Context: an optimization exercise on an open-source flow, tuned for small area, a short achievable clock period and few clock cycles. The choices shown serve that exercise and are no tape-out recipe. Function was checked by simulation only, so behaviour that the tests miss may differ from the original. Power figures rest on the tool's default switching activity, not on a simulated workload.

==> inputs of try-raven <==
==> flow/design.v <==
package rfpwc_pkg;
    localparam int PADDR_W = 4;
    localparam int PDATA_W = 32;
    localparam logic [1:0] REG_MIN_WIDTH     = 2'd0;
    localparam logic [1:0] REG_MAX_WIDTH     = 2'd1;
    localparam logic [1:0] REG_SILENCE_LIMIT = 2'd2;
    localparam logic [1:0] REG_MIN_PULSES    = 2'd3;
    localparam logic [11:0] MIN_WIDTH_RST     = 12'd300;
    localparam logic [11:0] MAX_WIDTH_RST     = 12'd2500;
    localparam logic [15:0] SILENCE_LIMIT_RST = 16'd25000;
    localparam logic [9:0]  MIN_PULSES_RST    = 10'd45;
    localparam logic MODE_SAMPLE = 1'b0;
    localparam logic MODE_READ   = 1'b1;
    localparam logic [2:0] KIND_NONE         = 3'd0;
    localparam logic [2:0] KIND_FRAME_READY  = 3'd1;
    localparam logic [2:0] KIND_PULSE        = 3'd2;
    localparam logic [2:0] KIND_FRAME_DROP   = 3'd3;
    localparam logic [2:0] KIND_NOTHING_HELD = 3'd4;
    localparam logic [15:0] TICKS_MAX = 16'hFFFF;
    typedef struct packed {
        logic mode;
        logic pin_level;
    } item_t;
    typedef struct packed {
        logic [2:0]  kind;
        logic [11:0] pulse_width;
        logic        pulse_level;
        logic [9:0]  pulse_count;
        logic        last;
    } result_t;
    typedef struct packed {
        logic [11:0] min_width;
        logic [11:0] max_width;
        logic [15:0] silence_limit;
        logic [9:0]  min_pulses;
    } cfg_t;
    typedef struct packed {
        logic [2:0]  kind;
        logic        wr_en;
        logic        rd_en;
        logic [11:0] width;
        logic        level;
        logic [9:0]  count;
        logic        last;
    } cmd_t;
endpackage
module rfpwc_front #(
    parameter int MAX_PULSES = 128,
    parameter int ADDR_W     = 7
) (
    input  logic               clk,
    input  logic               rst_n,
    input  logic               valid,
    input  logic               go,
    input  rfpwc_pkg::item_t   item,
    input  rfpwc_pkg::cfg_t    cfg,
    output logic               st_we,
    output logic [7:0]         st_lo,
    output logic [15:0]        st_hi,
    output logic [12:0]        st_wdata,
    input  logic [12:0]        st_rdata,
    output logic               res_valid,
    output rfpwc_pkg::result_t res
);
    logic              level_reg;
    logic [15:0]       t_reg, t_next;
    logic [ADDR_W:0]   count_reg;
    logic [ADDR_W-1:0] ptr_reg, ptr_next;   
    logic [7:0]        lo_reg;       
    logic [15:0]       hi_reg;       
    logic              level_next, held_next;
    logic [ADDR_W:0]   count_next;
    logic              held_reg;
    logic              gt_min_reg;   
    logic              lt_max_reg;   
    logic              gt_sil_reg;   
    logic              sample;
    logic              edge_s;
    logic              in_window;
    logic              has_room;
    logic              frame_end;
    logic              enough;
    logic              last;
    logic [ADDR_W-1:0] ptr_inc;
    assign sample    = valid && (item.mode == rfpwc_pkg::MODE_SAMPLE) && !held_reg;
    assign edge_s    = (item.pin_level != level_reg);
    assign in_window = gt_min_reg && lt_max_reg;
    assign has_room  = !count_reg[ADDR_W];
    assign frame_end = (count_reg != '0) && gt_sil_reg;
    assign enough    = ({2'd0, count_reg} >= cfg.min_pulses);
    assign ptr_inc   = ptr_reg + ADDR_W'(1);
    assign last      = ({1'b0, ptr_reg} + (ADDR_W+1)'(1) == count_reg);
    assign st_lo    = lo_reg;
    assign st_hi    = hi_reg;
    assign st_wdata = {t_reg[11:0], level_reg};
    assign st_we    = sample && edge_s && in_window && has_room;
    assign res_valid = valid;
    always_comb
    begin
        res = '0;
        if (item.mode == rfpwc_pkg::MODE_READ)
        begin
            if (!held_reg)
            begin
                res.kind = rfpwc_pkg::KIND_NOTHING_HELD;
            end
            else
            begin
                res.kind        = rfpwc_pkg::KIND_PULSE;
                res.pulse_width = st_rdata[12:1];
                res.pulse_level = st_rdata[0];
                res.pulse_count = 10'(count_reg);
                res.last        = last;
            end
        end
        else if (!held_reg && !edge_s && frame_end)
        begin
            res.kind        = enough ? rfpwc_pkg::KIND_FRAME_READY : rfpwc_pkg::KIND_FRAME_DROP;
            res.pulse_count = 10'(count_reg);
        end
    end
    always_comb
    begin
        t_next = t_reg;
        if (sample)
        begin
            if (edge_s)
            begin
                t_next = 16'd1;
            end
            else if (t_reg != rfpwc_pkg::TICKS_MAX)
            begin
                t_next = t_reg + 16'd1;
            end
        end
    end
    always_ff @(posedge clk or negedge rst_n)
    begin
        if (!rst_n)
        begin
            t_reg      <= 16'd1;
            gt_min_reg <= 1'b0;
            lt_max_reg <= 1'b1;
            gt_sil_reg <= 1'b0;
        end
        else if (go)
        begin
            t_reg      <= t_next;
            gt_min_reg <= (t_next > {4'd0, cfg.min_width});
            lt_max_reg <= (t_next < {4'd0, cfg.max_width});
            gt_sil_reg <= (t_next > cfg.silence_limit);
        end
    end
    always_comb
    begin
        level_next = level_reg;
        count_next = count_reg;
        ptr_next   = ptr_reg;
        held_next  = held_reg;
        if (valid)
        begin
            if (item.mode == rfpwc_pkg::MODE_READ)
            begin
                if (held_reg)
                begin
                    ptr_next = ptr_inc;
                    if (last)
                    begin
                        held_next  = 1'b0;
                        count_next = '0;
                        ptr_next   = '0;
                    end
                end
            end
            else if (!held_reg)
            begin
                if (edge_s)
                begin
                    level_next = item.pin_level;
                    if (in_window && has_room)
                    begin
                        count_next = count_reg + (ADDR_W+1)'(1);
                        ptr_next   = ptr_inc;
                    end
                end
                else if (frame_end)
                begin
                    ptr_next = '0;
                    if (enough)
                    begin
                        held_next = 1'b1;
                    end
                    else
                    begin
                        count_next = '0;
                    end
                end
            end
        end
    end
    always_ff @(posedge clk or negedge rst_n)
    begin
        if (!rst_n)
        begin
            level_reg <= 1'b0;
            count_reg <= '0;
            ptr_reg   <= '0;
            lo_reg    <= 8'd1;
            hi_reg    <= 16'd1;
            held_reg  <= 1'b0;
        end
        else if (go)
        begin
            level_reg <= level_next;
            count_reg <= count_next;
            ptr_reg   <= ptr_next;
            lo_reg    <= 8'd1 << ptr_next[2:0];
            hi_reg    <= 16'd1 << ptr_next[6:3];
            held_reg  <= held_next;
        end
    end
endmodule
module rfpwc_queue (
    input  logic             clk,
    input  logic             rst_n,
    input  logic             item_valid,
    input  rfpwc_pkg::item_t item,
    output logic             item_stall,
    input  logic             pop,
    output logic             head_valid,
    output rfpwc_pkg::item_t head
);
    logic             hv_reg, sv_reg;
    rfpwc_pkg::item_t h_reg, s_reg;
    logic             push;
    logic             take;
    assign item_stall = sv_reg;
    assign push       = item_valid && !sv_reg;
    assign take       = pop && hv_reg;
    assign head_valid = hv_reg;
    assign head       = h_reg;
    always_ff @(posedge clk or negedge rst_n)
    begin
        if (!rst_n)
        begin
            hv_reg    <= 1'b0;
            sv_reg    <= 1'b0;
        end
        else
        begin
            if (!hv_reg || take)
            begin
                hv_reg <= sv_reg || push;
                sv_reg <= sv_reg && push;
            end
            else
            begin
                sv_reg <= sv_reg || push;
            end
        end
    end
    always_ff @(posedge clk)
    begin
        if (!hv_reg || take)
        begin
            h_reg <= sv_reg ? s_reg : item;
        end
        if (!sv_reg || ((!hv_reg || take) && sv_reg))
        begin
            s_reg <= item;
        end
    end
endmodule
module rfpwc_back #(
    parameter int MAX_PULSES = 128,
    parameter int LO_N       = 8,
    parameter int HI_N       = 16
) (
    input  logic                   clk,
    input  logic                   rst_n,
    input  logic                   st_we,
    input  logic [LO_N-1:0]        st_lo,
    input  logic [HI_N-1:0]        st_hi,
    input  logic [12:0]            st_wdata,
    output logic [12:0]            st_rdata,
    input  logic                   res_valid,
    input  rfpwc_pkg::result_t     res,
    output logic                   go,
    output logic                   result_valid,
    input  logic                   result_stall,
    output rfpwc_pkg::result_t     result
);
    logic [12:0]        store_mem [MAX_PULSES];
    logic [MAX_PULSES-1:0] sel;
    rfpwc_pkg::result_t out_reg;
    logic               out_valid_reg;
    always_comb
    begin
        for (int i = 0; i < MAX_PULSES; i++)
        begin
            sel[i] = st_hi[i / LO_N] && st_lo[i % LO_N];
        end
    end
    always_ff @(posedge clk)
    begin
        for (int i = 0; i < MAX_PULSES; i++)
        begin
            if (st_we && sel[i])
            begin
                store_mem[i] <= st_wdata;
            end
        end
    end
    always_comb
    begin
        st_rdata = '0;
        for (int i = 0; i < MAX_PULSES; i++)
        begin
            st_rdata = st_rdata | (store_mem[i] & {13{sel[i]}});
        end
    end
    assign go = !(out_valid_reg && result_stall);
    always_ff @(posedge clk or negedge rst_n)
    begin
        if (!rst_n)
        begin
            out_valid_reg <= 1'b0;
            out_reg       <= '0;
        end
        else if (go)
        begin
            out_valid_reg <= res_valid;
            out_reg       <= res;
        end
    end
    assign result_valid = out_valid_reg;
    assign result       = out_reg;
endmodule
module rf_pulse_width_capture #(
    parameter int MAX_PULSES = 128
) (
    input  logic                              clk,
    input  logic                              rst_n,
    input  logic                              item_valid,
    output logic                              item_stall,
    input  rfpwc_pkg::item_t                  item,
    output logic                              result_valid,
    input  logic                              result_stall,
    output rfpwc_pkg::result_t                result,
    input  logic                              psel,
    input  logic                              penable,
    input  logic                              pwrite,
    input  logic [rfpwc_pkg::PADDR_W-1:0]     paddr,
    input  logic [rfpwc_pkg::PDATA_W-1:0]     pwdata,
    output logic [rfpwc_pkg::PDATA_W-1:0]     prdata,
    output logic                              pready
);
    localparam int ADDR_W = $clog2(MAX_PULSES);
    rfpwc_pkg::cfg_t   cfg_reg;
    logic              cfg_wr;
    logic [1:0]        reg_sel;
    logic [15:0]       rd_sel;
    logic [15:0]       prdata_reg;
    logic              go;
    logic              f_valid;
    rfpwc_pkg::item_t  f_item;
    logic              res_valid;
    rfpwc_pkg::result_t res;
    logic              st_we;
    logic [7:0]        st_lo;
    logic [15:0]       st_hi;
    logic [12:0]       st_wdata;
    logic [12:0]       st_rdata;
    assign pready  = 1'b1;
    assign reg_sel = paddr[3:2];
    assign cfg_wr  = psel && penable && pwrite;
    always_ff @(posedge clk or negedge rst_n)
    begin
        if (!rst_n)
        begin
            cfg_reg.min_width     <= rfpwc_pkg::MIN_WIDTH_RST;
            cfg_reg.max_width     <= rfpwc_pkg::MAX_WIDTH_RST;
            cfg_reg.silence_limit <= rfpwc_pkg::SILENCE_LIMIT_RST;
            cfg_reg.min_pulses    <= rfpwc_pkg::MIN_PULSES_RST;
        end
        else if (cfg_wr)
        begin
            case (reg_sel)
                rfpwc_pkg::REG_MIN_WIDTH:     cfg_reg.min_width     <= pwdata[11:0];
                rfpwc_pkg::REG_MAX_WIDTH:     cfg_reg.max_width     <= pwdata[11:0];
                rfpwc_pkg::REG_SILENCE_LIMIT: cfg_reg.silence_limit <= pwdata[15:0];
                rfpwc_pkg::REG_MIN_PULSES:    cfg_reg.min_pulses    <= pwdata[9:0];
                default: ;
            endcase
        end
    end
    always_comb
    begin
        case (reg_sel)
            rfpwc_pkg::REG_MIN_WIDTH:     rd_sel = {4'd0, cfg_reg.min_width};
            rfpwc_pkg::REG_MAX_WIDTH:     rd_sel = {4'd0, cfg_reg.max_width};
            rfpwc_pkg::REG_SILENCE_LIMIT: rd_sel = cfg_reg.silence_limit;
            default:                      rd_sel = {6'd0, cfg_reg.min_pulses};
        endcase
    end
    always_ff @(posedge clk)
    begin
        prdata_reg <= rd_sel;
    end
    assign prdata = {16'd0, prdata_reg};
    rfpwc_queue u_in (
        .clk        (clk),
        .rst_n      (rst_n),
        .item_valid (item_valid),
        .item       (item),
        .item_stall (item_stall),
        .pop        (go),
        .head_valid (f_valid),
        .head       (f_item)
    );
    rfpwc_front #(
        .MAX_PULSES (MAX_PULSES),
        .ADDR_W     (ADDR_W)
    ) u_front (
        .clk       (clk),
        .rst_n     (rst_n),
        .valid     (f_valid),
        .go        (go),
        .item      (f_item),
        .cfg       (cfg_reg),
        .st_we     (st_we),
        .st_lo     (st_lo),
        .st_hi     (st_hi),
        .st_wdata  (st_wdata),
        .st_rdata  (st_rdata),
        .res_valid (res_valid),
        .res       (res)
    );
    rfpwc_back #(
        .MAX_PULSES (MAX_PULSES),
        .LO_N       (8),
        .HI_N       (16)
    ) u_back (
        .clk          (clk),
        .rst_n        (rst_n),
        .st_we        (st_we),
        .st_lo        (st_lo),
        .st_hi        (st_hi),
        .st_wdata     (st_wdata),
        .st_rdata     (st_rdata),
        .res_valid    (res_valid),
        .res          (res),
        .go           (go),
        .result_valid (result_valid),
        .result_stall (result_stall),
        .result       (result)
    );
endmodule
==> flow/run.sh <==
#!/bin/bash
# synth_recipe.tcl (not shown) runs the flow's synth.tcl, then flattens the netlist and writes it again
# the make line also repeats each setting of config.mk as NAME=value (left out here)
make -C /OpenROAD-flow-scripts/flow DESIGN_CONFIG=/design/flow/config.mk WORK_HOME=/design/flow/orfs CLKGATE_MAP_FILE= SYNTH_SCRIPT=/design/flow/synth_recipe.tcl finish
==> flow/config.mk <==
export PLATFORM = sky130hd
export DESIGN_NAME = rf_pulse_width_capture
export DESIGN_NICKNAME = rf_pulse_width_capture
export VERILOG_FILES = /design/flow/design.v
export SDC_FILE = /design/flow/constraint.sdc
export NUM_CORES = 4
export LEC_CHECK = 0
export ABC_CLOCK_PERIOD_IN_PS = 3000
export CAP_MARGIN = 20
export CORE_MARGIN = 2
export CORE_UTILIZATION = 50
export SETUP_SLACK_MARGIN = 5
export SLEW_MARGIN = 20
==> flow/constraint.sdc <==
create_clock -name core_clock -period 10.0 [get_ports {clk}]
set_input_delay 2.0000 -clock core_clock [delete_from_list [all_inputs] [get_ports {clk}]]
set_output_delay 2.0000 -clock core_clock [all_outputs]
set_load 0.01 [all_outputs]
==> inputs of try-indigo, as changes to try-raven <==
--- a/flow/design.v
+++ b/flow/design.v
@@ -63,9 +63,11 @@
     output rfpwc_pkg::result_t res
 );
     logic              level_reg;
-    logic [15:0]       t_reg, t_next;
+    logic [15:0]       t_reg, t_next, t_inc;
+    logic              t_sat;
     logic [ADDR_W:0]   count_reg;
     logic [ADDR_W-1:0] ptr_reg, ptr_next;   
+    logic              ptr_step, ptr_clear;
     logic [7:0]        lo_reg;       
     logic [15:0]       hi_reg;       
     logic              level_next, held_next;
@@ -119,6 +121,8 @@
             res.pulse_count = 10'(count_reg);
         end
     end
+    assign t_sat = (t_reg == rfpwc_pkg::TICKS_MAX);
+    assign t_inc = t_reg + 16'd1;
     always_comb
     begin
         t_next = t_reg;
@@ -128,9 +132,9 @@
             begin
                 t_next = 16'd1;
             end
-            else if (t_reg != rfpwc_pkg::TICKS_MAX)
+            else if (!t_sat)
             begin
-                t_next = t_reg + 16'd1;
+                t_next = t_inc;
             end
         end
     end
@@ -145,10 +149,25 @@
         end
         else if (go)
         begin
-            t_reg      <= t_next;
-            gt_min_reg <= (t_next > {4'd0, cfg.min_width});
-            lt_max_reg <= (t_next < {4'd0, cfg.max_width});
-            gt_sil_reg <= (t_next > cfg.silence_limit);
+            t_reg <= t_next;
+            if (sample && edge_s)
+            begin
+                gt_min_reg <= (cfg.min_width == 12'd0);
+                lt_max_reg <= (cfg.max_width > 12'd1);
+                gt_sil_reg <= (cfg.silence_limit == 16'd0);
+            end
+            else if (sample && !t_sat)
+            begin
+                gt_min_reg <= (t_reg >= {4'd0, cfg.min_width});
+                lt_max_reg <= (t_inc < {4'd0, cfg.max_width});
+                gt_sil_reg <= (t_reg >= cfg.silence_limit);
+            end
+            else
+            begin
+                gt_min_reg <= (t_reg > {4'd0, cfg.min_width});
+                lt_max_reg <= (t_reg < {4'd0, cfg.max_width});
+                gt_sil_reg <= (t_reg > cfg.silence_limit);
+            end
         end
     end
     always_comb
@@ -156,6 +175,8 @@
         level_next = level_reg;
         count_next = count_reg;
         ptr_next   = ptr_reg;
+        ptr_step   = 1'b0;
+        ptr_clear  = 1'b0;
         held_next  = held_reg;
         if (valid)
         begin
@@ -164,11 +185,13 @@
                 if (held_reg)
                 begin
                     ptr_next = ptr_inc;
+                    ptr_step = 1'b1;
                     if (last)
                     begin
                         held_next  = 1'b0;
                         count_next = '0;
                         ptr_next   = '0;
+                        ptr_clear  = 1'b1;
                     end
                 end
             end
@@ -181,11 +204,13 @@
                     begin
                         count_next = count_reg + (ADDR_W+1)'(1);
                         ptr_next   = ptr_inc;
+                        ptr_step   = 1'b1;
                     end
                 end
                 else if (frame_end)
                 begin
-                    ptr_next = '0;
+                    ptr_next  = '0;
+                    ptr_clear = 1'b1;
                     if (enough)
                     begin
                         held_next = 1'b1;
@@ -214,8 +239,19 @@
             level_reg <= level_next;
             count_reg <= count_next;
             ptr_reg   <= ptr_next;
-            lo_reg    <= 8'd1 << ptr_next[2:0];
-            hi_reg    <= 16'd1 << ptr_next[6:3];
+            if (ptr_clear)
+            begin
+                lo_reg <= 8'd1;
+                hi_reg <= 16'd1;
+            end
+            else if (ptr_step)
+            begin
+                lo_reg <= {lo_reg[6:0], lo_reg[7]};
+                if (lo_reg[7])
+                begin
+                    hi_reg <= {hi_reg[14:0], hi_reg[15]};
+                end
+            end
             held_reg  <= held_next;
         end
     end
@@ -291,21 +327,16 @@
     output rfpwc_pkg::result_t     result
 );
     logic [12:0]        store_mem [MAX_PULSES];
-    logic [MAX_PULSES-1:0] sel;
+    logic [HI_N-1:0]    we_hi;
+    logic [12:0]        col [LO_N];
     rfpwc_pkg::result_t out_reg;
     logic               out_valid_reg;
-    always_comb
-    begin
-        for (int i = 0; i < MAX_PULSES; i++)
-        begin
-            sel[i] = st_hi[i / LO_N] && st_lo[i % LO_N];
-        end
-    end
+    assign we_hi = st_hi & {HI_N{st_we}};
     always_ff @(posedge clk)
     begin
         for (int i = 0; i < MAX_PULSES; i++)
         begin
-            if (st_we && sel[i])
+            if (we_hi[i / LO_N] && st_lo[i % LO_N])
             begin
                 store_mem[i] <= st_wdata;
             end
@@ -314,9 +345,14 @@
     always_comb
     begin
         st_rdata = '0;
-        for (int i = 0; i < MAX_PULSES; i++)
+        for (int k = 0; k < LO_N; k++)
         begin
-            st_rdata = st_rdata | (store_mem[i] & {13{sel[i]}});
+            col[k] = '0;
+            for (int j = 0; j < HI_N; j++)
+            begin
+                col[k] = col[k] | (store_mem[LO_N * j + k] & {13{st_hi[j]}});
+            end
+            st_rdata = st_rdata | (col[k] & {13{st_lo[k]}});
         end
     end
     assign go = !(out_valid_reg && result_stall);
==> flow/flow/run.sh (new file) <==
#!/bin/bash
# The standard layout, with timing repair aimed at a tighter setup target
# than the 10 ns clock: the flow's SDC and clock are left as they are.
set -euo pipefail
bash standard.sh SETUP_SLACK_MARGIN=6.5 finish > flow.log 2>&1
==> flow/standard.sh (new file) <==
#!/bin/bash
# synth_recipe.tcl (not shown) runs the flow's synth.tcl, then flattens the netlist and writes it again
# the make line also repeats each setting of config.mk as NAME=value (left out here)
make -C /OpenROAD-flow-scripts/flow DESIGN_CONFIG=/design/flow/config.mk WORK_HOME=/design/flow/orfs CLKGATE_MAP_FILE= SYNTH_SCRIPT=/design/flow/synth_recipe.tcl "${@:-finish}"
ABC_CLOCK_PERIOD_IN_PS = not set   (was 3000)
CTS_BUF_LIST = sky130_fd_sc_hd__clkbuf_16   (was not set)
CTS_CLUSTER_DIAMETER = 100   (was not set)
CTS_CLUSTER_SIZE = 20   (was not set)
SETUP_SLACK_MARGIN = not set   (was 5)
removed: flow/run.sh
==> inputs of try-umber, as changes to try-raven <==
--- a/flow/design.v
+++ b/flow/design.v
@@ -63,9 +63,11 @@
     output rfpwc_pkg::result_t res
 );
     logic              level_reg;
-    logic [15:0]       t_reg, t_next;
+    logic [15:0]       t_reg, t_next, t_inc;
+    logic              t_sat;
     logic [ADDR_W:0]   count_reg;
     logic [ADDR_W-1:0] ptr_reg, ptr_next;   
+    logic              ptr_step, ptr_clear;
     logic [7:0]        lo_reg;       
     logic [15:0]       hi_reg;       
     logic              level_next, held_next;
@@ -119,6 +121,8 @@
             res.pulse_count = 10'(count_reg);
         end
     end
+    assign t_sat = (t_reg == rfpwc_pkg::TICKS_MAX);
+    assign t_inc = t_reg + 16'd1;
     always_comb
     begin
         t_next = t_reg;
@@ -128,9 +132,9 @@
             begin
                 t_next = 16'd1;
             end
-            else if (t_reg != rfpwc_pkg::TICKS_MAX)
+            else if (!t_sat)
             begin
-                t_next = t_reg + 16'd1;
+                t_next = t_inc;
             end
         end
     end
@@ -145,10 +149,25 @@
         end
         else if (go)
         begin
-            t_reg      <= t_next;
-            gt_min_reg <= (t_next > {4'd0, cfg.min_width});
-            lt_max_reg <= (t_next < {4'd0, cfg.max_width});
-            gt_sil_reg <= (t_next > cfg.silence_limit);
+            t_reg <= t_next;
+            if (sample && edge_s)
+            begin
+                gt_min_reg <= (cfg.min_width == 12'd0);
+                lt_max_reg <= (cfg.max_width > 12'd1);
+                gt_sil_reg <= (cfg.silence_limit == 16'd0);
+            end
+            else if (sample && !t_sat)
+            begin
+                gt_min_reg <= (t_reg >= {4'd0, cfg.min_width});
+                lt_max_reg <= (t_inc < {4'd0, cfg.max_width});
+                gt_sil_reg <= (t_reg >= cfg.silence_limit);
+            end
+            else
+            begin
+                gt_min_reg <= (t_reg > {4'd0, cfg.min_width});
+                lt_max_reg <= (t_reg < {4'd0, cfg.max_width});
+                gt_sil_reg <= (t_reg > cfg.silence_limit);
+            end
         end
     end
     always_comb
@@ -156,6 +175,8 @@
         level_next = level_reg;
         count_next = count_reg;
         ptr_next   = ptr_reg;
+        ptr_step   = 1'b0;
+        ptr_clear  = 1'b0;
         held_next  = held_reg;
         if (valid)
         begin
@@ -164,11 +185,13 @@
                 if (held_reg)
                 begin
                     ptr_next = ptr_inc;
+                    ptr_step = 1'b1;
                     if (last)
                     begin
                         held_next  = 1'b0;
                         count_next = '0;
                         ptr_next   = '0;
+                        ptr_clear  = 1'b1;
                     end
                 end
             end
@@ -181,11 +204,13 @@
                     begin
                         count_next = count_reg + (ADDR_W+1)'(1);
                         ptr_next   = ptr_inc;
+                        ptr_step   = 1'b1;
                     end
                 end
                 else if (frame_end)
                 begin
-                    ptr_next = '0;
+                    ptr_next  = '0;
+                    ptr_clear = 1'b1;
                     if (enough)
                     begin
                         held_next = 1'b1;
@@ -214,8 +239,19 @@
             level_reg <= level_next;
             count_reg <= count_next;
             ptr_reg   <= ptr_next;
-            lo_reg    <= 8'd1 << ptr_next[2:0];
-            hi_reg    <= 16'd1 << ptr_next[6:3];
+            if (ptr_clear)
+            begin
+                lo_reg <= 8'd1;
+                hi_reg <= 16'd1;
+            end
+            else if (ptr_step)
+            begin
+                lo_reg <= {lo_reg[6:0], lo_reg[7]};
+                if (lo_reg[7])
+                begin
+                    hi_reg <= {hi_reg[14:0], hi_reg[15]};
+                end
+            end
             held_reg  <= held_next;
         end
     end
@@ -291,21 +327,16 @@
     output rfpwc_pkg::result_t     result
 );
     logic [12:0]        store_mem [MAX_PULSES];
-    logic [MAX_PULSES-1:0] sel;
+    logic [HI_N-1:0]    we_hi;
+    logic [12:0]        col [LO_N];
     rfpwc_pkg::result_t out_reg;
     logic               out_valid_reg;
-    always_comb
-    begin
-        for (int i = 0; i < MAX_PULSES; i++)
-        begin
-            sel[i] = st_hi[i / LO_N] && st_lo[i % LO_N];
-        end
-    end
+    assign we_hi = st_hi & {HI_N{st_we}};
     always_ff @(posedge clk)
     begin
         for (int i = 0; i < MAX_PULSES; i++)
         begin
-            if (st_we && sel[i])
+            if (we_hi[i / LO_N] && st_lo[i % LO_N])
             begin
                 store_mem[i] <= st_wdata;
             end
@@ -314,9 +345,14 @@
     always_comb
     begin
         st_rdata = '0;
-        for (int i = 0; i < MAX_PULSES; i++)
+        for (int k = 0; k < LO_N; k++)
         begin
-            st_rdata = st_rdata | (store_mem[i] & {13{sel[i]}});
+            col[k] = '0;
+            for (int j = 0; j < HI_N; j++)
+            begin
+                col[k] = col[k] | (store_mem[LO_N * j + k] & {13{st_hi[j]}});
+            end
+            st_rdata = st_rdata | (col[k] & {13{st_lo[k]}});
         end
     end
     assign go = !(out_valid_reg && result_stall);
==> flow/flow/run.sh (new file) <==
#!/bin/bash
# The standard layout, with timing repair aimed at a tighter setup target
# than the 10 ns clock: the flow's SDC and clock are left as they are.
set -euo pipefail
bash standard.sh SETUP_SLACK_MARGIN=6.5 finish > flow.log 2>&1
==> flow/standard.sh (new file) <==
#!/bin/bash
# synth_recipe.tcl (not shown) runs the flow's synth.tcl, then flattens the netlist and writes it again
# the make line also repeats each setting of config.mk as NAME=value (left out here)
make -C /OpenROAD-flow-scripts/flow DESIGN_CONFIG=/design/flow/config.mk WORK_HOME=/design/flow/orfs CLKGATE_MAP_FILE= SYNTH_SCRIPT=/design/flow/synth_recipe.tcl "${@:-finish}"
ABC_CLOCK_PERIOD_IN_PS = not set   (was 3000)
CORE_UTILIZATION = 60   (was 50)
CTS_BUF_LIST = sky130_fd_sc_hd__clkbuf_16   (was not set)
CTS_CLUSTER_DIAMETER = 100   (was not set)
CTS_CLUSTER_SIZE = 25   (was not set)
SETUP_SLACK_MARGIN = not set   (was 5)
removed: flow/run.sh
==> notes.md <==
item                                                                      try-raven                       try-umber                      try-indigo
X dimension of the die                                                  378 microns                     343 microns                     375 microns
Area used by multi-input combinational logic                           0.0147 sq mm                    0.0139 sq mm                    0.0141 sq mm
Wire length of the first global-routing pass                         425000 microns                  274000 microns                  277000 microns
Fraction of the mapped netlist area in adder cells                          0.00914                          0.0116                          0.0116
Nature of the critical path startpoint                                     register                      input port                        register
Global routing usage on met2                                                  0.622                           0.521                           0.434
Share of the yosys chip area belonging to registers                           0.772                           0.784                           0.784
Worst-case register-to-register setup slack                                 4.83 ns                         6.44 ns                         6.59 ns
Proportion of power drawn by the clock network                                0.359                           0.258                           0.281
Upper clock frequency limit                                                 193 MHz                         278 MHz                         280 MHz
Crit. path cell count                                                            10                               7                               1
Worst R2R End                                        u_back.out_reg[23]$_DFFE_PN0N_  u_front.lt_max_reg$_DFFE_PN1N_  u_back.out_reg[16]$_DFFE_PN0N_
Run status                                                  complete, no violations         complete, no violations         complete, no violations
Compound-Gate Fraction of Synth Area                                          0.132                           0.134                           0.134
Reg2reg path depth                                                               10                              11                               8
Testbench counts of try-raven, summed over its fixed seeds: cycles 178,936.
Testbench counts of try-indigo, summed over its fixed seeds: cycles 178,936.
Testbench counts of try-umber, summed over its fixed seeds: cycles 178,936.

[afterwards: timing with drivers on the ports]
Ports are ideal in the flow. The routed layouts listed here were re-timed in OpenROAD. Step 1 sets driving cells, clkbuf_16 on the clock port and buf_2 on the other inputs (assumed; they add their load-dependent delay and slew). Step 2 moves the port delays by t, midway between the first and last clock arrival at a register: inputs arrive t later, outputs are due t later. That takes back most of the time a late clock gives input paths. a / b / c = no drivers / after step 1 / after step 2; a / b = the first two.
| run | shift t [ns] | slack for setup (ns) | worst setup path at the end | worst register clock-pin slew, ns |
|---|---|---|---|---|
| try-raven | 0.908 | 4.825 / 4.825 / 4.825 | register to register | 0.07 / 0.07 |
| try-indigo | 0.818 | 6.423 / 6.341 / 5.989 | input to register | 0.09 / 0.09 |
| try-umber | 0.771 | 6.404 / 6.439 / 5.692 | input to register | 0.11 / 0.11 |
After both steps setup and hold are still met in every run listed. For try-umber, which loses most, drivers alone change the setup slack by +0.035 ns; drivers and shift together by -0.712 ns.
